Context: an optimization exercise on an open-source flow, tuned for small area. The choices shown serve that exercise and are no tape-out recipe.

==> flow/design.v <==
`timescale 1ns/10ps
module ooo_core
(
    input  logic        clk_in,
    input  logic        rst_in,
    input  logic        rdy_in,         
    input  logic        issue_valid,
    input  logic        issue_use_imm,
    input  logic [3:0]  issue_op,
    input  logic [4:0]  issue_rs1,
    input  logic [4:0]  issue_rs2,
    input  logic [4:0]  issue_rd,
    input  logic [31:0] issue_imm,
    output logic        issue_ready,
    output logic        commit_valid,
    output logic [4:0]  commit_rd,
    output logic [31:0] commit_value
);
    localparam logic [2:0] S_IDLE   = 3'd0;    
    localparam logic [2:0] S_LOAD   = 3'd1;    
    localparam logic [2:0] S_EXEC   = 3'd2;    
    localparam logic [2:0] S_ROT    = 3'd3;    
    localparam logic [2:0] S_WB     = 3'd4;    
    localparam logic [2:0] S_COMMIT = 3'd5;    
    logic [2:0]  state;
    logic [4:0]  t;           
    logic [2:0]  slot;        
    logic [2:0]  slot0;       
    logic        clr;         
    logic [31:0] res;
    logic        carry;
    logic [4:0]  shamt;
    logic [255:0] ring1, ring2, ring3;
    logic [223:0] ring0;
    logic [3:0]   tap;
    logic        last;
    logic        first;
    logic [4:0]  sel;         
    logic        hit;         
    logic        rbit;
    logic        bbit;
    logic        abit;
    logic        op_sub, op_sll, op_slt, op_sltu, op_xor, op_srl, op_sra, op_or, op_and;
    logic        op_shift, op_srx, op_cmp;
    logic        cin, bx, sum, cout, lt;
    logic        alu_bit;
    logic        cmp;
    logic        cmp_n;
    logic [4:0]  cmp_s;
    logic        hold_res;
    logic        res_in;
    logic        wdata;
    logic        wr;
    logic        accept;
    assign last  = (t == 5'd31);
    assign first = (t == 5'd0);
    assign op_sub   = (issue_op == 4'd1);
    assign op_sll   = (issue_op == 4'd2);
    assign op_slt   = (issue_op == 4'd3);
    assign op_sltu  = (issue_op == 4'd4);
    assign op_xor   = (issue_op == 4'd5);
    assign op_srl   = (issue_op == 4'd6);
    assign op_sra   = (issue_op == 4'd7);
    assign op_or    = (issue_op == 4'd8);
    assign op_and   = (issue_op == 4'd9);
    assign op_srx   = op_srl | op_sra;
    assign op_shift = op_sll | op_srx;
    assign op_cmp   = op_slt | op_sltu;
    always_comb
    begin
        case (state)
            S_LOAD:  sel = issue_rs1;
            S_EXEC:  sel = issue_rs2;
            default: sel = issue_rd;
        endcase
    end
    assign hit  = (sel == 5'd0) ||
                  ((sel[4:3] == 2'd0) ? (slot0 == sel[2:0]) : (slot == sel[2:0])) ||
                  ((state == S_EXEC) && issue_use_imm);
    assign tap  = {ring3[0], ring2[0], ring1[0], ring0[0]};
    assign rbit = !clr && (sel != 5'd0) && tap[sel[4:3]];
    assign wr   = (state == S_WB) && hit && (sel != 5'd0);
    always_ff @(posedge clk_in)
    begin
        ring0 <= {(wr && (sel[4:3] == 2'd0)) ? wdata : (!clr && ring0[0]), ring0[223:1]};
        ring1 <= {(wr && (sel[4:3] == 2'd1)) ? wdata : (!clr && ring1[0]), ring1[255:1]};
        ring2 <= {(wr && (sel[4:3] == 2'd2)) ? wdata : (!clr && ring2[0]), ring2[255:1]};
        ring3 <= {(wr && (sel[4:3] == 2'd3)) ? wdata : (!clr && ring3[0]), ring3[255:1]};
    end
    assign abit = res[0];
    assign bbit = issue_use_imm ? issue_imm[t] : rbit;
    assign bx   = bbit ^ (op_sub | op_cmp);
    assign cin  = first ? (op_sub | op_cmp) : carry;
    assign sum  = abit ^ bx ^ cin;
    assign cout = (abit & bx) | (abit & cin) | (bx & cin);
    assign lt   = ~cout ^ (op_slt & (abit ^ bbit));    
    always_comb
    begin
        if (op_xor)        alu_bit = abit ^ bbit;
        else if (op_or)    alu_bit = abit | bbit;
        else if (op_and)   alu_bit = abit & bbit;
        else if (op_cmp)   alu_bit = last & lt;         
        else if (op_shift) alu_bit = abit;
        else               alu_bit = sum;
    end
    assign {cmp_n, cmp_s} = {1'b0, t} + {1'b0, op_srx ? shamt : ~shamt} + {5'd0, ~op_srx};
    assign cmp      = ~cmp_n;
    assign hold_res = (state == S_COMMIT) || ((state == S_ROT) && cmp) ||
                      (((state == S_LOAD) || (state == S_EXEC) || (state == S_WB)) && !hit);
    always_comb
    begin
        if (op_srx)            wdata = (state == S_ROT) ? (op_sra & res[31]) : abit;
        else if (op_sll)       wdata = !cmp && abit;
        else if (op_cmp)       wdata = first & res[31];     
        else                   wdata = abit;
    end
    always_comb
    begin
        if (state == S_LOAD)       res_in = rbit;       
        else if (state == S_EXEC)  res_in = alu_bit;
        else                       res_in = wdata;
    end
    assign issue_ready  = (state == S_COMMIT);
    assign accept       = issue_ready && issue_valid && rdy_in;
    assign commit_valid = accept;
    assign commit_rd    = issue_rd;
    assign commit_value = res;
    always_ff @(posedge clk_in)
    begin
        if (!hold_res)
        begin
            res <= {res_in, res[31:1]};
        end
        carry <= cout;    
        if ((state == S_EXEC) && hit && (t < 5'd5))
        begin
            shamt <= {bbit, shamt[4:1]};
        end
    end
    always_ff @(posedge clk_in)
    begin
        if (rst_in)
        begin
            t     <= '0;
            slot  <= '0;
            slot0 <= 3'd1;
            clr   <= 1'b1;
            state <= S_IDLE;
        end
        else
        begin
            t <= t + 5'd1;
            if (last)
            begin
                slot  <= slot + 3'd1;
                slot0 <= {slot0[1:0], slot0[2] ^ slot0[1]};    
                if (slot == 3'd7)
                begin
                    clr <= 1'b0;    
                end
            end
            case (state)
                S_IDLE:   if (last && issue_valid) state <= S_LOAD;
                S_LOAD:   if (last && hit) state <= S_EXEC;
                S_EXEC:   if (last && hit) state <= op_shift ? S_ROT : S_WB;
                S_ROT:    if (last) state <= S_WB;
                S_WB:     if (last && hit) state <= S_COMMIT;
                S_COMMIT: if (accept) state <= S_IDLE;
                default:  state <= S_IDLE;
            endcase
        end
    end
endmodule
export LEC_CHECK = 0
export CAP_MARGIN = 0
export CORE_MARGIN = 2
export CORE_UTILIZATION = 60
export SLEW_MARGIN = 0
create_clock -name core_clock -period 10.0 [get_ports {clk_in}]
standard.sh (not shown) runs the stock make flow with config.mk's settings and CLKGATE_MAP_FILE= SYNTH_SCRIPT=/design/flow/synth_recipe.tcl, a recipe that flattens the netlist after the stock synthesis.
==> flow/flow/run.sh <==
#!/bin/bash
# Standard layout, with two changes: the port buffers are the smallest
# buffer cell, and clock tree synthesis adds no dummy loads. Every tool's
# output is kept in a log file in the work folder.
set -euo pipefail
cd "$(dirname "${BASH_SOURCE[0]}")/.."
export BUFFER_PORTS_ARGS="-buffer_cell sky130_fd_sc_hd__buf_1"
export CTS_ARGS="-sink_clustering_enable -repair_clock_nets -dont_use_dummy_load -buf_list sky130_fd_sc_hd__clkbuf_8 -sink_clustering_size 23 -sink_clustering_max_diameter 60"
bash standard.sh > standard.log 2>&1
Change:
--- a/flow/design.v
+++ b/flow/design.v
@@ -46,6 +46,4 @@
     logic        alu_bit;
     logic        cmp;
-    logic        cmp_n;
-    logic [4:0]  cmp_s;
     logic        hold_res;
     logic        res_in;
@@ -104,12 +102,9 @@
         else               alu_bit = sum;
     end
-    assign {cmp_n, cmp_s} = {1'b0, t} + {1'b0, op_srx ? shamt : ~shamt} + {5'd0, ~op_srx};
-    assign cmp      = ~cmp_n;
-    assign hold_res = (state == S_COMMIT) || ((state == S_ROT) && cmp) ||
-                      (((state == S_LOAD) || (state == S_EXEC) || (state == S_WB)) && !hit);
+    assign cmp      = ((op_srx ? ~t : t) < shamt);
+    assign hold_res = (state == S_COMMIT) || ((state == S_ROT) && (cmp ^ op_srx));
     always_comb
     begin
-        if (op_srx)            wdata = (state == S_ROT) ? (op_sra & res[31]) : abit;
-        else if (op_sll)       wdata = !cmp && abit;
+        if (op_shift && cmp)   wdata = op_sra & res[31];    
         else if (op_cmp)       wdata = first & res[31];     
         else                   wdata = abit;
@@ -117,5 +112,6 @@
     always_comb
     begin
-        if (state == S_LOAD)       res_in = rbit;       
+        if (!hit)                  res_in = abit;       
+        else if (state == S_LOAD)  res_in = rbit;
         else if (state == S_EXEC)  res_in = alu_bit;
         else                       res_in = wdata;
Outcome: The new run completed without violations; cell area barely changes; critical path depth climbs by 5; cell count drops by 0.98%; utilization barely changes; synthesized area barely changes; wire length climbs by 0.75%; clock-buffer cell count is unchanged; first-iteration DRC count climbs by 30%; die area is about the same; flip-flop and latch count does not change; worst setup slack is worse by 0.41 ns; via count falls by 2.3%; synthesized cell count fell by 1.5%.
Function was not checked in any run of this note: the RTL went through the layout flow alone.

[port drivers added, routing unchanged]
How much do the figures lean on ideal ports? The routed layouts below were timed once more, with nothing changed but the port constraints. Step 1: set_driving_cell puts a clkbuf_16 on clk_in and a buf_2 on each other input, an assumption about the parent block. Step 2 adds t to the input delays and takes it off the output delays; t is the mean of the earliest and latest rising clock arrival at the registers after step 1. Input paths then give back, and output paths get back, about the clock's delay inside the block. a / b / c = ideal / step 1 / step 2; a / b = the first two.
| run | t, ns | slack for setup (ns) | slew at the worst register clock pin (ns) | worst slew at a driven data input, ns | cell pins on the clock port's net |
|---|---|---|---|---|---|
| the first run | 0.669 | 5.303 / 5.315 / 4.646 | 0.12 / 0.12 | 0.04 | 1 |
| the second run | 0.661 | 4.893 / 4.919 / 4.257 | 0.13 / 0.13 | 0.09 | 1 |
After both steps setup and hold are still met in every run listed. The setup slack of the first run, which loses most, moves by +0.012 ns with the drivers and by -0.657 ns with both steps.
